What follows belongs to an exercise in optimizing a design on an open flow for small area; a production flow would make more cautious choices. Function was checked by simulation only, so behaviour that the tests miss may differ from the original. The flow treats the clock pin as an ideal source, which a real chip does not have. Power is estimated from default activity; no workload was simulated.

Setup of rev 12:
==> flow/design.v (excerpt) <==
module uart_dbg_top (
  input  logic        clk,
  input  logic        rst_n_i,
  input  logic        uart_rx_i,
  output logic        uart_tx_o,
  output logic        exec_valid_o,
  output logic [63:0] exec_entry_o,
  input  logic        eoc_valid_i,
  input  logic [31:0] eoc_code_i,
  output logic        parity_err_o
);
  localparam logic [3:0] ST_IDLE = 4'd0;
  localparam logic [3:0] ST_FRD  = 4'd1;
  localparam logic [3:0] ST_FWR  = 4'd2;
  localparam logic [3:0] ST_FEX  = 4'd3;
  localparam logic [3:0] ST_ACKR = 4'd4;
  localparam logic [3:0] ST_ACKW = 4'd5;
  localparam logic [3:0] ST_ACK  = 4'd6;
  localparam logic [3:0] ST_RD   = 4'd7;
  localparam logic [3:0] ST_WR   = 4'd8;
  localparam logic [3:0] ST_EOT  = 4'd9;
  localparam logic [3:0] ST_EOC  = 4'd10;
  localparam logic [3:0] ST_CODE = 4'd11;
  localparam logic [1:0] K_DATA = 2'd0;
  localparam logic [1:0] K_ACK  = 2'd1;
  localparam logic [1:0] K_EOT  = 2'd2;
  localparam logic [1:0] K_EOC  = 2'd3;
  logic [7:0] ph;
  logic       bnd;
  always_ff @(posedge clk or negedge rst_n_i) begin
    if (!rst_n_i) ph <= '0;
    else          ph <= ph + 1'b1;
  end
  assign bnd = &ph[3:0];
  logic [2047:0] ring;
  logic [7:0]    wbuf;
  ...
clock: 8.0 ns
lec_check: 0
cap_margin: 20
core_margin: 2
core_utilization: 70
place_density: 0.8
slew_margin: 20
standard.sh (not shown) runs the stock make flow with config.mk's settings and CLKGATE_MAP_FILE= SYNTH_SCRIPT=/design/flow/synth_recipe.tcl, a recipe that flattens the netlist after the stock synthesis.
==> flow/flow/run.sh <==
#!/bin/bash
# The standard layout with these changes:
#  - synthesis maps logic with flow/abc_map.script (area oriented); the
#    flip-flops are mapped as in the standard synthesis
#  - CTS without dummy loads, clkbuf_16 leaves in clusters of up to 28
#  - after CTS, flow/fixclk.tcl splits any clock leaf whose estimated sink
#    slew is over 118 ps
#  - port buffers use the smallest buffer cell
set -euo pipefail
here=$(pwd)
cp standard.sh standard_sh_copy.log
sed "s#SYNTH_SCRIPT=[^ ]*#SYNTH_SCRIPT=$here/flow/synth_area.tcl#" standard.sh > standard_area.sh
export FLOW_ABC_SCRIPT=$here/flow/abc_map.script
export CTS_ARGS="-sink_clustering_enable -repair_clock_nets -dont_use_dummy_load -buf_list sky130_fd_sc_hd__clkbuf_16 -sink_clustering_size 28 -sink_clustering_max_diameter 60"
export BUFFER_PORTS_ARGS="-buffer_cell sky130_fd_sc_hd__buf_1"
bash standard_area.sh cts > standard_flow_cts.log 2>&1
RESULTS=$(ls -d $here/orfs/results/*/uart_dbg_top/base) FIXCLK_DIR=$here/flow \
  FIXCLK_TREE_PS=0 FIXCLK_LEAF_PS=118 FIXCLK_DPL_ARGS="" \
  openroad -no_init -exit $here/flow/fixclk_run.tcl > fixclk.log 2>&1
bash standard_area.sh > standard_flow.log 2>&1
==> flow/flow/fixclk.tcl <==
# Clock tree repair after CTS, before global routing. A clock buffer whose
# loads see too high a slew gets a twin clkbuf_16, fed from the same net,
# which takes half of its loads. Buffers that drive other clock buffers are
# repaired first, since their slew reaches every leaf below them.
set block [ord::get_db_block]
set master [[ord::get_db] findMaster sky130_fd_sc_hd__clkbuf_16]
set nsplit 0

proc worst_load_slew {net} {
  set w 0
  foreach l [get_pins -of_objects $net -filter "direction==input"] {
    foreach p {slew_max_rise slew_max_fall} {
      set s [get_property $l $p]
      if {$s > $w} { set w $s }
    }
  }
  return $w
}

proc split_buf {name} {
  global block master nsplit
  set bi [$block findInst $name]
  set in_net [[$bi findITerm A] getNet]
  set out_net [[$bi findITerm X] getNet]
  set sinks {}
  set xs {}
  set ys {}
  foreach it [$out_net getITerms] {
    if {[$it isOutputSignal]} continue
    set b [[$it getInst] getBBox]
    set cx [expr {([$b xMin] + [$b xMax]) / 2}]
    set cy [expr {([$b yMin] + [$b yMax]) / 2}]
    lappend sinks [list $cx $cy $it]
    lappend xs $cx
    lappend ys $cy
  }
  set xs [lsort -integer $xs]
  set ys [lsort -integer $ys]
  # split along the longer side of the loads' bounding box
  if {[lindex $xs end] - [lindex $xs 0] >= [lindex $ys end] - [lindex $ys 0]} { set k 0 } else { set k 1 }
  set sinks [lsort -integer -index $k $sinks]
  set half [expr {[llength $sinks] / 2}]
  set moved [lrange $sinks $half end]
  set kept [lrange $sinks 0 [expr {$half - 1}]]
  incr nsplit
  set nn [odb::dbNet_create $block "clkfix_net_$nsplit"]
  $nn setSigType CLOCK
  set ni [odb::dbInst_create $block $master "clkfix_buf_$nsplit"]
  [$ni findITerm A] connect $in_net
  [$ni findITerm X] connect $nn
  foreach s $moved {
    set it [lindex $s 2]
    $it disconnect
    $it connect $nn
  }
  # each buffer goes to the middle of its loads
  foreach {inst part} [list $ni $moved $bi $kept] {
    set sx 0
    set sy 0
    foreach s $part {
      set sx [expr {$sx + [lindex $s 0]}]
      set sy [expr {$sy + [lindex $s 1]}]
    }
    set n [llength $part]
    $inst setLocation [expr {$sx / $n - 1380}] [expr {$sy / $n - 1360}]
    $inst setPlacementStatus PLACED
  }
}

proc clock_bufs {leaf} {
  set r {}
  foreach inst [get_cells -filter "ref_name==sky130_fd_sc_hd__clkbuf_16"] {
    set net [get_nets -of_objects [get_pins -of_objects $inst -filter "direction==output"]]
    if {$net eq ""} continue
    set flops 0
    foreach l [get_pins -of_objects $net -filter "direction==input"] {
      if {[get_property $l is_register_clock]} { incr flops }
    }
    if {($flops > 0) == $leaf} { lappend r [list [get_full_name $inst] $net] }
  }
  return $r
}

proc repair {leaf limit_ps rounds} {
  for {set i 0} {$i < $rounds} {incr i} {
    estimate_parasitics -placement
    set todo {}
    foreach b [clock_bufs $leaf] {
      set w [worst_load_slew [lindex $b 1]]
      if {$w > $limit_ps * 1e-3} {
        puts "FIXCLK leaf=$leaf [lindex $b 0] slew [format %.1f [expr {$w * 1e3}]] ps"
        lappend todo [lindex $b 0]
      }
    }
    if {[llength $todo] == 0} return
    foreach name $todo { split_buf $name }
    global_connect
    detailed_placement {*}$::env(FIXCLK_DPL_ARGS)
  }
}

if {$::env(FIXCLK_TREE_PS) > 0} { repair 0 $::env(FIXCLK_TREE_PS) 2 }
repair 1 $::env(FIXCLK_LEAF_PS) 3
puts "FIXCLK split $nsplit clock nets"
estimate_parasitics -placement
set w 0
foreach pin [get_pins -hierarchical */CLK] {
  foreach p {slew_max_rise slew_max_fall} { set s [get_property $pin $p]; if {$s > $w} { set w $s } }
}
puts "FIXCLK worst flop clock slew [format %.1f [expr {$w * 1e3}]] ps"
Other scripts of this flow, unchanged in this note and not shown: flow/flow/abc_map.script, flow/flow/fixclk_run.tcl, flow/flow/synth_area.tcl
The following lists how rev 13 was set up differently from rev 12:
--- a/flow/flow/run.sh
+++ b/flow/flow/run.sh
@@ -5,5 +5,5 @@
 #  - CTS without dummy loads, clkbuf_16 leaves in clusters of up to 28
 #  - after CTS, flow/fixclk.tcl splits any clock leaf whose estimated sink
-#    slew is over 118 ps
+#    slew is over 118 ps, and sets the buffers above the leaves to clkbuf_8
 #  - port buffers use the smallest buffer cell
 set -euo pipefail
@@ -16,5 +16,5 @@
 bash standard_area.sh cts > standard_flow_cts.log 2>&1
 RESULTS=$(ls -d $here/orfs/results/*/uart_dbg_top/base) FIXCLK_DIR=$here/flow \
-  FIXCLK_TREE_PS=0 FIXCLK_LEAF_PS=118 FIXCLK_DPL_ARGS="" \
+  FIXCLK_TREE_PS=0 FIXCLK_LEAF_PS=118 FIXCLK_DPL_ARGS="" FIXCLK_TREE_CELL=sky130_fd_sc_hd__clkbuf_8 \
   openroad -no_init -exit $here/flow/fixclk_run.tcl > fixclk.log 2>&1
 bash standard_area.sh > standard_flow.log 2>&1
--- a/flow/flow/fixclk.tcl
+++ b/flow/flow/fixclk.tcl
@@ -2,5 +2,7 @@
 # loads see too high a slew gets a twin clkbuf_16, fed from the same net,
 # which takes half of its loads. Buffers that drive other clock buffers are
-# repaired first, since their slew reaches every leaf below them.
+# repaired first, since their slew reaches every leaf below them; they can
+# then be given a smaller cell (FIXCLK_TREE_CELL), as they drive only a few
+# buffer inputs and a leaf's output slew depends little on its input slew.
 set block [ord::get_db_block]
 set master [[ord::get_db] findMaster sky130_fd_sc_hd__clkbuf_16]
@@ -101,4 +103,14 @@
 
 if {$::env(FIXCLK_TREE_PS) > 0} { repair 0 $::env(FIXCLK_TREE_PS) 2 }
+# Buffers above the leaves drive only a few buffer inputs: a smaller cell does
+if {[info exists ::env(FIXCLK_TREE_CELL)] && $::env(FIXCLK_TREE_CELL) ne ""} {
+  set tm [[ord::get_db] findMaster $::env(FIXCLK_TREE_CELL)]
+  foreach b [clock_bufs 0] {
+    set bi [$block findInst [lindex $b 0]]
+    $bi swapMaster $tm
+    puts "FIXCLK tree buffer [lindex $b 0] -> $::env(FIXCLK_TREE_CELL)"
+  }
+  detailed_placement {*}$::env(FIXCLK_DPL_ARGS)
+}
 repair 1 $::env(FIXCLK_LEAF_PS) 3
 puts "FIXCLK split $nsplit clock nets"
[summary]
- Higher shortest period the worst path allows goes to rev 13 over rev 12.
- Diff rev 12 -> rev 13: power share of the clock group shows a reduction of 0.7 points, setup slack after layout went down 0.18 ns, clock skew went up 0.0079 ns, wire length now smaller.
- Cmp rev 13 vs rev 12: wire length of the first global-routing pass lower in rev 13
- Relative to rev 12, the fill cell total of the finished layout measured on rev 13 has increased slightly.
- Compare rev 13 and rev 12 | slew at the pin with the worst max-slew slack higher: rev 13
- On relative contribution of combinational cells to total power, rev 13 and rev 12 are basically level.

The RTL this note starts from:
==> flow/design.v <==
`default_nettype none
module uart_dbg_top (
  input  logic        clk,
  input  logic        rst_n_i,
  input  logic        uart_rx_i,
  output logic        uart_tx_o,
  output logic        exec_valid_o,
  output logic [63:0] exec_entry_o,
  input  logic        eoc_valid_i,
  input  logic [31:0] eoc_code_i,
  output logic        parity_err_o
);
  localparam logic [3:0] ST_IDLE = 4'd0;
  localparam logic [3:0] ST_FRD  = 4'd1;
  localparam logic [3:0] ST_FWR  = 4'd2;
  localparam logic [3:0] ST_FEX  = 4'd3;
  localparam logic [3:0] ST_ACKR = 4'd4;
  localparam logic [3:0] ST_ACKW = 4'd5;
  localparam logic [3:0] ST_ACK  = 4'd6;
  localparam logic [3:0] ST_RD   = 4'd7;
  localparam logic [3:0] ST_WR   = 4'd8;
  localparam logic [3:0] ST_EOT  = 4'd9;
  localparam logic [3:0] ST_EOC  = 4'd10;
  localparam logic [3:0] ST_CODE = 4'd11;
  localparam logic [1:0] K_DATA = 2'd0;
  localparam logic [1:0] K_ACK  = 2'd1;
  localparam logic [1:0] K_EOT  = 2'd2;
  localparam logic [1:0] K_EOC  = 2'd3;
  logic [7:0] ph;
  logic       bnd;
  always_ff @(posedge clk or negedge rst_n_i) begin
    if (!rst_n_i) ph <= '0;
    else          ph <= ph + 1'b1;
  end
  assign bnd = &ph[3:0];
  logic [2047:0] ring;
  logic [7:0]    wbuf;
  logic          we0;
  logic          we1;
  logic [7:0]    head;
  assign head = ring[2047:2040];
  always_ff @(posedge clk) begin
    ring <= {ring[2039:1024], we1 ? wbuf : ring[1023:1016],
             ring[1015:0],    we0 ? wbuf : head};
  end
  logic       rx_s;
  logic [7:0] rc;       
  logic       r_idle;
  logic       r_smp;
  logic       r_last;
  logic       r_shift;
  logic       r_ev;
  logic       good;
  logic       par_q;    
  logic [7:0] sh;       
  always_ff @(posedge clk) rx_s <= uart_rx_i;
  assign r_idle  = (rc == 8'd0);
  assign r_smp   = (rc[3:0] == 4'd8);
  assign r_last  = rc[7] & rc[4];           
  assign r_shift = r_smp & ~r_last;         
  assign r_ev    = r_smp & r_last;
  always_ff @(posedge clk or negedge rst_n_i) begin
    if (!rst_n_i)                         rc <= '0;
    else if ((r_idle & rx_s) | (rc[7] & rc[5])) rc <= '0;
    else                                  rc <= rc + 1'b1;
  end
  assign good         = r_ev & ~(par_q ^ rx_s);
  assign parity_err_o = r_ev &  (par_q ^ rx_s);
  logic [3:0] tb;       
  logic [1:0] tk;
  logic       t_idle;
  logic       t_acc;
  logic [1:0] t_kind;
  logic       t_data;
  logic       t_shift;
  logic       cbit;
  assign t_idle  = (tb == 4'd0);
  assign t_data  = (tb >= 4'd3) && (tb <= 4'd10);
  assign t_shift = bnd & t_data & (tk == K_DATA);
  always_ff @(posedge clk or negedge rst_n_i) begin
    if (!rst_n_i)                tb <= '0;
    else if (t_acc)              tb <= 4'd1;
    else if (bnd && !t_idle)     tb <= (tb == 4'd12) ? 4'd0 : tb + 1'b1;
  end
  always_ff @(posedge clk) begin
    if (t_acc) tk <= t_kind;
  end
  assign cbit = (tb == 4'd5) | ((tk == K_ACK) & (tb == 4'd4)) | ((tk == K_EOC) & (tb == 4'd7));
  always_comb begin
    if (tb == 4'd2)       uart_tx_o = 1'b0;
    else if (t_data)      uart_tx_o = (tk == K_DATA) ? sh[0] : cbit;
    else if (tb == 4'd11) uart_tx_o = (tk == K_DATA) ? par_q : (tk == K_EOT);
    else                  uart_tx_o = 1'b1;
  end
  logic [3:0]  st;
  logic [3:0]  bc;
  logic [55:0] fld;      
  logic        ep;       
  logic        wp;       
  logic        in_fld;
  logic        len_z;
  logic        m_lo;
  logic        m0;
  logic        m1;
  logic        s_head;
  logic        s_code;
  logic        step;
  assign in_fld = (st == ST_FRD) || (st == ST_FWR) || (st == ST_FEX);
  assign len_z  = (fld[55:40] == 16'd0);
  assign m_lo   = (fld[6:0] == ph[6:0]);
  assign m0     = m_lo & (fld[7] == ph[7]);
  assign m1     = m_lo & (fld[7] != ph[7]);
  assign s_head = (st == ST_RD) && !len_z && t_idle && m0;
  assign s_code = (st == ST_CODE) && t_idle;
  assign we0    = (st == ST_WR) && !len_z && wp && m0;
  assign we1    = (st == ST_WR) && !len_z && wp && m1;
  assign step   = s_head | we0 | we1;
  always_comb begin
    t_acc  = 1'b0;
    t_kind = K_DATA;
    case (st)
      ST_ACKR, ST_ACKW, ST_ACK: begin t_acc = t_idle; t_kind = K_ACK; end
      ST_RD:   t_acc = s_head;
      ST_EOT:  begin t_acc = t_idle; t_kind = K_EOT; end
      ST_EOC:  begin t_acc = t_idle; t_kind = K_EOC; end
      ST_CODE: t_acc = s_code;
      default: ;
    endcase
  end
  assign exec_valid_o = (st == ST_FEX) && good && (bc == 4'd7);
  assign exec_entry_o = {sh, fld};
  always_ff @(posedge clk or negedge rst_n_i) begin
    if (!rst_n_i) begin
      st <= ST_IDLE;
      ep <= 1'b0;
      wp <= 1'b0;
    end else begin
      if (eoc_valid_i)                  ep <= 1'b1;
      else if (st == ST_EOC && t_idle)  ep <= 1'b0;
      if (st == ST_WR && good)          wp <= 1'b1;
      else if (we0 | we1)               wp <= 1'b0;
      case (st)
        ST_IDLE: begin
          if (good) begin
            case (sh)
              8'h06: st <= ST_ACK;
              8'h11: st <= ST_FRD;
              8'h12: st <= ST_FWR;
              8'h13: st <= ST_FEX;
              default: ;
            endcase
          end else if (ep) begin
            st <= ST_EOC;
          end
        end
        ST_FRD:  if (good && bc == 4'd15) st <= ST_ACKR;
        ST_FWR:  if (good && bc == 4'd15) st <= ST_ACKW;
        ST_FEX:  if (good && bc == 4'd7)  st <= ST_ACK;
        ST_ACKR: if (t_idle) st <= ST_RD;
        ST_ACKW: if (t_idle) st <= ST_WR;
        ST_ACK:  if (t_idle) st <= ST_IDLE;
        ST_RD, ST_WR: if (len_z) st <= ST_EOT;
        ST_EOT:  if (t_idle) st <= ST_IDLE;
        ST_EOC:  if (t_idle) st <= ST_CODE;
        ST_CODE: if (t_idle && bc == 4'd3) st <= ST_IDLE;
        default: st <= ST_IDLE;
      endcase
    end
  end
  always_ff @(posedge clk) begin
    if (st == ST_IDLE || st == ST_EOC) bc <= '0;
    else if ((in_fld && good) || s_code) bc <= bc + 1'b1;
  end
  always_ff @(posedge clk) begin
    if (eoc_valid_i) begin
      fld[39:8] <= eoc_code_i;
    end else if ((in_fld && good && bc <= 4'd9) || s_code) begin
      fld[39:8] <= fld[47:16];
    end
    if ((in_fld && good && bc <= 4'd9) || s_code) begin
      fld[55:40] <= {sh, fld[55:48]};
    end else if (step) begin
      fld[55:40] <= fld[55:40] - 1'b1;
    end
    if (in_fld && good && bc <= 4'd6) begin
      fld[7:0] <= fld[15:8];
    end else if (step) begin
      fld[7:0] <= fld[7:0] + 1'b1;
    end
  end
  always_ff @(posedge clk) begin
    if (st == ST_WR && good) wbuf <= sh;
  end
  always_ff @(posedge clk) begin
    if (s_head)                sh <= head;
    else if (s_code)           sh <= fld[15:8];
    else if (r_shift | t_shift) sh <= {rx_s, sh[7:1]};
  end
  always_ff @(posedge clk) begin
    if ((r_idle & ~rx_s) | (t_acc & (t_kind == K_DATA))) par_q <= 1'b0;
    else if (r_shift)                                   par_q <= par_q ^ rx_s;
    else if (t_shift)                                   par_q <= par_q ^ sh[0];
  end
endmodule
`default_nettype wire
==> flow/config.mk <==
export PLATFORM = sky130hd
export DESIGN_NAME = uart_dbg_top
export DESIGN_NICKNAME = uart_dbg_top
export VERILOG_FILES = /design/flow/design.v
export SDC_FILE = /design/flow/constraint.sdc
export NUM_CORES = 4
export LEC_CHECK = 0
export CAP_MARGIN = 20
export CORE_MARGIN = 2
export CORE_UTILIZATION = 78
export PLACE_DENSITY = 0.85
export SLEW_MARGIN = 20
==> flow/constraint.sdc <==
create_clock -name core_clock -period 8.0 [get_ports {clk}]
set_input_delay 1.6000 -clock core_clock [delete_from_list [all_inputs] [get_ports {clk}]]
set_output_delay 1.6000 -clock core_clock [all_outputs]
set_load 0.01 [all_outputs]
==> flow/flow/run.sh <==
#!/bin/bash
cp standard.sh standard_sh_copy.log
cp config.mk config_mk_copy.log
export CTS_ARGS="-sink_clustering_enable -repair_clock_nets -dont_use_dummy_load -buf_list sky130_fd_sc_hd__clkbuf_16 -sink_clustering_size 40 -sink_clustering_max_diameter 40"
export BUFFER_PORTS_ARGS="-buffer_cell sky130_fd_sc_hd__buf_1"
bash standard.sh > standard_flow.log 2>&1
The starting point ended with an error in clock tree synthesis (4_1_cts), error DPL-0033.
Next try:
==> flow/flow/run.sh (replaced) <==
#!/bin/bash
cp standard.sh standard_sh_copy.log
cp config.mk config_mk_copy.log
export CTS_ARGS="-sink_clustering_enable -repair_clock_nets -dont_use_dummy_load -buf_list sky130_fd_sc_hd__clkbuf_16 -sink_clustering_size 33 -sink_clustering_max_diameter 60"
export BUFFER_PORTS_ARGS="-buffer_cell sky130_fd_sc_hd__buf_1"
bash standard.sh > standard_flow.log 2>&1
Settings changed: CORE_UTILIZATION 78 to 70, PLACE_DENSITY 0.85 to 0.8.
Effect:
- The changed run ran to the end with no violations
- synthesized area is unchanged
- synthesized cell count is unchanged

## static timing again, ports no longer ideal
No port has a modelled driver above. Below, the same layouts with a new extraction and two added sets of constraints. Step 1 (the two cells are an assumption about what drives the block):
set clk [get_ports {clk}]
set_driving_cell -lib_cell sky130_fd_sc_hd__clkbuf_16 $clk
set_driving_cell -lib_cell sky130_fd_sc_hd__buf_2 [delete_from_list [all_inputs] $clk]
Step 2, shift: input delay + t, output delay - t, t = (earliest + latest rising clock arrival at the registers) / 2. This alone moves slack from input paths to output paths. a / b / c = ideal / step 1 / step 2; a / b = the first two.
run | shift t [ns] | setup WS [ns] | worst hold slack (ns) | worst slew at a driven data input, ns
rev 12 | 0.703 | 3.275 / 3.206 / 3.712 | 0.292 / 0.292 / 0.292 | 0.04
rev 13 | 0.805 | 3.092 / 3.036 / 3.712 | 0.273 / 0.273 / 0.273 | 0.04
the second run of note 2 | 0.675 | 3.835 / 3.771 / 4.446 | 0.298 / 0.298 / 0.298 | 0.05
After both steps setup and hold are still met in every run listed.
